From an optimization exercise on the open Yosys and OpenROAD flow, aimed at small area; shortcuts taken in it are not production practice.
In this exercise RTL edits were held to simulation tests only and were not proved equivalent to the original.
Power and IR drop assume default switching activity.

==> flow/design.v <==
module data_cache_wb #(
    parameter int NUM_LINES   = 16,
    parameter int MEM_LATENCY = 4
) (
    input  logic         clk_i,
    input  logic         rst_n_i,
    input  logic [31:0]  addr_i,
    input  logic         memread_i,
    input  logic         memwrite_i,
    input  logic [31:0]  write_data_i,
    input  logic [3:0]   byte_en_i,
    output logic [31:0]  read_data_o,
    output logic         clk_stall_o,
    output logic [8:0]   mem_block_addr_o,
    output logic         mem_readmem_o,
    output logic         mem_writemem_o,
    output logic [255:0] mem_data_write_o,
    input  logic [255:0] mem_data_read_i
);
    localparam logic [2:0] IDLE = 3'd0, EVICT = 3'd1, F0 = 3'd4, F1 = 3'd5, F2 = 3'd6, F3 = 3'd7;
    logic [2:0]   state_q, state_d;
    logic [15:0]  valid_q, dirty_q;
    logic [4:0]   tag_q  [16];
    logic [255:0] data_q [16];
    logic [3:0]   idx;
    logic [4:0]   tag, line_tag;
    logic [2:0]   word;
    logic         idle, fill, install, req, hit, wr_hit, line_valid, line_dirty;
    logic [15:0]  sel;
    logic [7:0]   wsel, wr_word;
    logic [255:0] line, wdata;
    logic [31:0]  merged;
    logic         unused;
    assign idx     = addr_i[8:5];
    assign tag     = addr_i[13:9];
    assign word    = addr_i[4:2];
    assign unused  = ^{addr_i[31:14], addr_i[1:0], NUM_LINES, MEM_LATENCY};
    assign req     = memread_i | memwrite_i;
    assign idle    = (state_q == IDLE);
    assign fill    = state_q[2];
    assign install = (state_q == F3);
    always_comb begin
        for (int l = 0; l < 16; l++) sel[l] = (idx == 4'(l));
        for (int w = 0; w < 8; w++) wsel[w] = (word == 3'(w));
    end
    for (genvar i = 0; i < 256; i++) begin : g_rd
        logic [15:0] col;
        for (genvar l = 0; l < 16; l++) begin : g_l
            assign col[l] = data_q[l][i];
        end
        dcache_mux16 u_mux (.sel_i(sel), .d_i(col), .q_o(line[i]));
    end
    for (genvar i = 0; i < 5; i++) begin : g_tag
        logic [15:0] col;
        for (genvar l = 0; l < 16; l++) begin : g_l
            assign col[l] = tag_q[l][i];
        end
        dcache_mux16 u_mux (.sel_i(sel), .d_i(col), .q_o(line_tag[i]));
    end
    dcache_mux16 u_valid (.sel_i(sel), .d_i(valid_q), .q_o(line_valid));
    dcache_mux16 u_dirty (.sel_i(sel), .d_i(dirty_q), .q_o(line_dirty));
    for (genvar j = 0; j < 32; j++) begin : g_word
        logic [7:0] col;
        for (genvar w = 0; w < 8; w++) begin : g_w
            assign col[w] = line[32*w+j];
        end
        dcache_mux8 u_mux (.sel_i(wsel), .d_i(col), .q_o(read_data_o[j]));
    end
    assign hit    = line_valid & (line_tag == tag);
    assign wr_hit = idle & memwrite_i & hit;
    always_comb begin
        case (state_q)
            IDLE:    state_d = (req && !hit) ? ((line_valid && line_dirty) ? EVICT : F0) : IDLE;
            EVICT:   state_d = F0;
            F0:      state_d = F1;
            F1:      state_d = F2;
            F2:      state_d = F3;
            F3:      state_d = IDLE;
            default: state_d = IDLE;
        endcase
    end
    assign clk_stall_o      = rst_n_i & (idle ? (req & ~hit) : 1'b1);
    assign mem_readmem_o    = rst_n_i & fill;
    assign mem_writemem_o   = rst_n_i & (state_q == EVICT);
    assign mem_block_addr_o = {fill ? tag : line_tag, idx};
    assign mem_data_write_o = line;
    always_comb
        for (int b = 0; b < 4; b++)
            merged[8*b +: 8] = byte_en_i[b] ? write_data_i[8*b +: 8] : read_data_o[8*b +: 8];
    always_comb
        for (int w = 0; w < 8; w++) begin
            wdata[32*w +: 32] = install ? mem_data_read_i[32*w +: 32] : merged;
            wr_word[w]        = install | (wr_hit & wsel[w]);
        end
    always_ff @(posedge clk_i) begin
        if (!rst_n_i) begin
            state_q <= IDLE;
            valid_q <= '0;
            dirty_q <= '0;
        end else begin
            state_q <= state_d;
            if (install) begin
                valid_q[idx] <= 1'b1;
                dirty_q[idx] <= 1'b0;
            end
            if (wr_hit) dirty_q[idx] <= 1'b1;
        end
    end
    always_ff @(posedge clk_i) begin
        for (int l = 0; l < 16; l++) begin
            if (install && sel[l]) tag_q[l] <= tag;
            for (int w = 0; w < 8; w++)
                if (wr_word[w] && sel[l]) data_q[l][32*w +: 32] <= wdata[32*w +: 32];
        end
    end
endmodule
module dcache_aoi222 (
    input  logic a1_i, a2_i, b1_i, b2_i, c1_i, c2_i,
    output logic y_o
);
    assign y_o = ~((a1_i & a2_i) | (b1_i & b2_i) | (c1_i & c2_i));
endmodule
module dcache_mux16 (
    input  logic [15:0] sel_i,
    input  logic [15:0] d_i,
    output logic        q_o
);
    logic [4:0] n;
    for (genvar g = 0; g < 5; g++) begin : g_aoi
        dcache_aoi222 u_aoi (.a1_i(sel_i[3*g]),   .a2_i(d_i[3*g]),
                             .b1_i(sel_i[3*g+1]), .b2_i(d_i[3*g+1]),
                             .c1_i(sel_i[3*g+2]), .c2_i(d_i[3*g+2]), .y_o(n[g]));
    end
    assign q_o = ~(&n) | (sel_i[15] & d_i[15]);
endmodule
module dcache_mux8 (
    input  logic [7:0] sel_i,
    input  logic [7:0] d_i,
    output logic       q_o
);
    logic [2:0] n;
    dcache_aoi222 u_aoi0 (.a1_i(sel_i[0]), .a2_i(d_i[0]), .b1_i(sel_i[1]), .b2_i(d_i[1]),
                          .c1_i(sel_i[2]), .c2_i(d_i[2]), .y_o(n[0]));
    dcache_aoi222 u_aoi1 (.a1_i(sel_i[3]), .a2_i(d_i[3]), .b1_i(sel_i[4]), .b2_i(d_i[4]),
                          .c1_i(sel_i[5]), .c2_i(d_i[5]), .y_o(n[1]));
    assign n[2] = ~((sel_i[6] & d_i[6]) | (sel_i[7] & d_i[7]));
    assign q_o  = ~(&n);
endmodule
Settings: LEC_CHECK=0, CAP_MARGIN=20, CORE_MARGIN=2, CORE_UTILIZATION=60, SLEW_MARGIN=20, SYNTH_HIERARCHICAL=1; clock period 10.0 ns.
standard.sh (not shown) runs the stock make flow with config.mk's settings and CLKGATE_MAP_FILE= SYNTH_SCRIPT=/design/flow/synth_recipe.tcl, a recipe that flattens the netlist after the stock synthesis.
==> flow/flow/run.sh <==
#!/bin/bash
# The standard layout, with two changes: the port buffers are the smallest buffer
# (buf_1) instead of the default pick, and clock tree synthesis clusters 30 sinks per
# clkbuf_16 and inserts no dummy loads. Everything else is the standard.sh.
set -euo pipefail
bash standard.sh \
  "BUFFER_PORTS_ARGS=-buffer_cell sky130_fd_sc_hd__buf_1" \
  "CTS_ARGS=-sink_clustering_enable -repair_clock_nets -buf_list sky130_fd_sc_hd__clkbuf_16 -sink_clustering_size 30 -sink_clustering_max_diameter 60 -dont_use_dummy_load" \
  finish > standard_flow.log 2>&1
Rerun with:
--- a/flow/design.v
+++ b/flow/design.v
@@ -18,13 +18,13 @@
     input  logic [255:0] mem_data_read_i
 );
     localparam logic [2:0] IDLE = 3'd0, EVICT = 3'd1, F0 = 3'd4, F1 = 3'd5, F2 = 3'd6, F3 = 3'd7;
     logic [2:0]   state_q, state_d;
     logic [15:0]  valid_q, dirty_q;
     logic [4:0]   tag_q  [16];
-    logic [255:0] data_q [16];
+    logic [255:0] datan_q [16];
     logic [3:0]   idx;
     logic [4:0]   tag, line_tag;
     logic [2:0]   word;
     logic         idle, fill, install, req, hit, wr_hit, line_valid, line_dirty;
     logic [15:0]  sel;
     logic [7:0]   wsel, wr_word;
@@ -43,15 +43,15 @@
         for (int l = 0; l < 16; l++) sel[l] = (idx == 4'(l));
         for (int w = 0; w < 8; w++) wsel[w] = (word == 3'(w));
     end
     for (genvar i = 0; i < 256; i++) begin : g_rd
         logic [15:0] col;
         for (genvar l = 0; l < 16; l++) begin : g_l
-            assign col[l] = data_q[l][i];
+            assign col[l] = datan_q[l][i];
         end
-        dcache_mux16 u_mux (.sel_i(sel), .d_i(col), .q_o(line[i]));
+        dcache_mux16n u_mux (.sel_i(sel), .dn_i(col), .q_o(line[i]));
     end
     for (genvar i = 0; i < 5; i++) begin : g_tag
         logic [15:0] col;
         for (genvar l = 0; l < 16; l++) begin : g_l
             assign col[l] = tag_q[l][i];
         end
@@ -107,13 +107,13 @@
         end
     end
     always_ff @(posedge clk_i) begin
         for (int l = 0; l < 16; l++) begin
             if (install && sel[l]) tag_q[l] <= tag;
             for (int w = 0; w < 8; w++)
-                if (wr_word[w] && sel[l]) data_q[l][32*w +: 32] <= wdata[32*w +: 32];
+                if (wr_word[w] && sel[l]) datan_q[l][32*w +: 32] <= ~wdata[32*w +: 32];
         end
     end
 endmodule
 module dcache_aoi222 (
     input  logic a1_i, a2_i, b1_i, b2_i, c1_i, c2_i,
     output logic y_o
@@ -130,12 +130,41 @@
         dcache_aoi222 u_aoi (.a1_i(sel_i[3*g]),   .a2_i(d_i[3*g]),
                              .b1_i(sel_i[3*g+1]), .b2_i(d_i[3*g+1]),
                              .c1_i(sel_i[3*g+2]), .c2_i(d_i[3*g+2]), .y_o(n[g]));
     end
     assign q_o = ~(&n) | (sel_i[15] & d_i[15]);
 endmodule
+module dcache_mux16n (
+    input  logic [15:0] sel_i,
+    input  logic [15:0] dn_i,
+    output logic        q_o
+);
+    logic [5:0] n;
+    logic [1:0] p;
+    for (genvar g = 0; g < 5; g++) begin : g_aoi
+        dcache_aoi222 u_aoi (.a1_i(sel_i[3*g]),   .a2_i(dn_i[3*g]),
+                             .b1_i(sel_i[3*g+1]), .b2_i(dn_i[3*g+1]),
+                             .c1_i(sel_i[3*g+2]), .c2_i(dn_i[3*g+2]), .y_o(n[g]));
+    end
+    dcache_nand2 u_n5 (.a_i(sel_i[15]), .b_i(dn_i[15]), .y_o(n[5]));
+    dcache_nand3 u_p0 (.a_i(n[0]), .b_i(n[1]), .c_i(n[2]), .y_o(p[0]));
+    dcache_nand3 u_p1 (.a_i(n[3]), .b_i(n[4]), .c_i(n[5]), .y_o(p[1]));
+    assign q_o = ~(p[0] | p[1]);
+endmodule
+module dcache_nand2 (
+    input  logic a_i, b_i,
+    output logic y_o
+);
+    assign y_o = ~(a_i & b_i);
+endmodule
+module dcache_nand3 (
+    input  logic a_i, b_i, c_i,
+    output logic y_o
+);
+    assign y_o = ~(a_i & b_i & c_i);
+endmodule
 module dcache_mux8 (
     input  logic [7:0] sel_i,
     input  logic [7:0] d_i,
     output logic       q_o
 );
     logic [2:0] n;
Outcome: Die area is about the same. Final area barely changes. Wire length shrinks slightly. Fmax shrinks by a little under a tenth. Global-route usage shrinks by 0.12 points. Power grows slightly. Setup slack loses 0.82 ns. Via count grows slightly. Register-to-register slack gains 0.14 ns. Non-clock buffer count grows by 63. Core utilization grows by 0.11 points. Critical path depth does not change. Clock power is about the same. Count of clock-buffer cells in the layout is unchanged.

-- separate check: timing with driven ports --
The results above use ideal ports. As a check the final layouts listed here were re-extracted and re-timed, cells and wires unchanged.
Step 1 (the two cells are an assumption about what drives the block):
set clk [get_ports {clk_i}]
set_driving_cell -lib_cell sky130_fd_sc_hd__clkbuf_16 $clk
set_driving_cell -lib_cell sky130_fd_sc_hd__buf_2 [delete_from_list [all_inputs] $clk]
Step 2, shift: input delay + t, output delay - t, t = (earliest + latest rising clock arrival at the registers) / 2. This alone moves slack from input paths to output paths.
Three values: ideal ports, drivers, drivers and shift; two values: the first two.
run	t (ns)	setup slack, ns	worst setup path after step 2	latest minus earliest clock arrival (ns)	worst slew at a driven data input, ns
the first run	0.990	1.215 / 1.184 / 1.184	input to output	0.090 / 0.090	0.24
the second run	0.992	0.397 / 0.372 / 0.372	input to output	0.090 / 0.091	0.17
After both steps setup and hold are still met in every run listed. The setup slack of the first run, which loses most, moves by -0.031 ns with the drivers and by -0.031 ns with both steps.
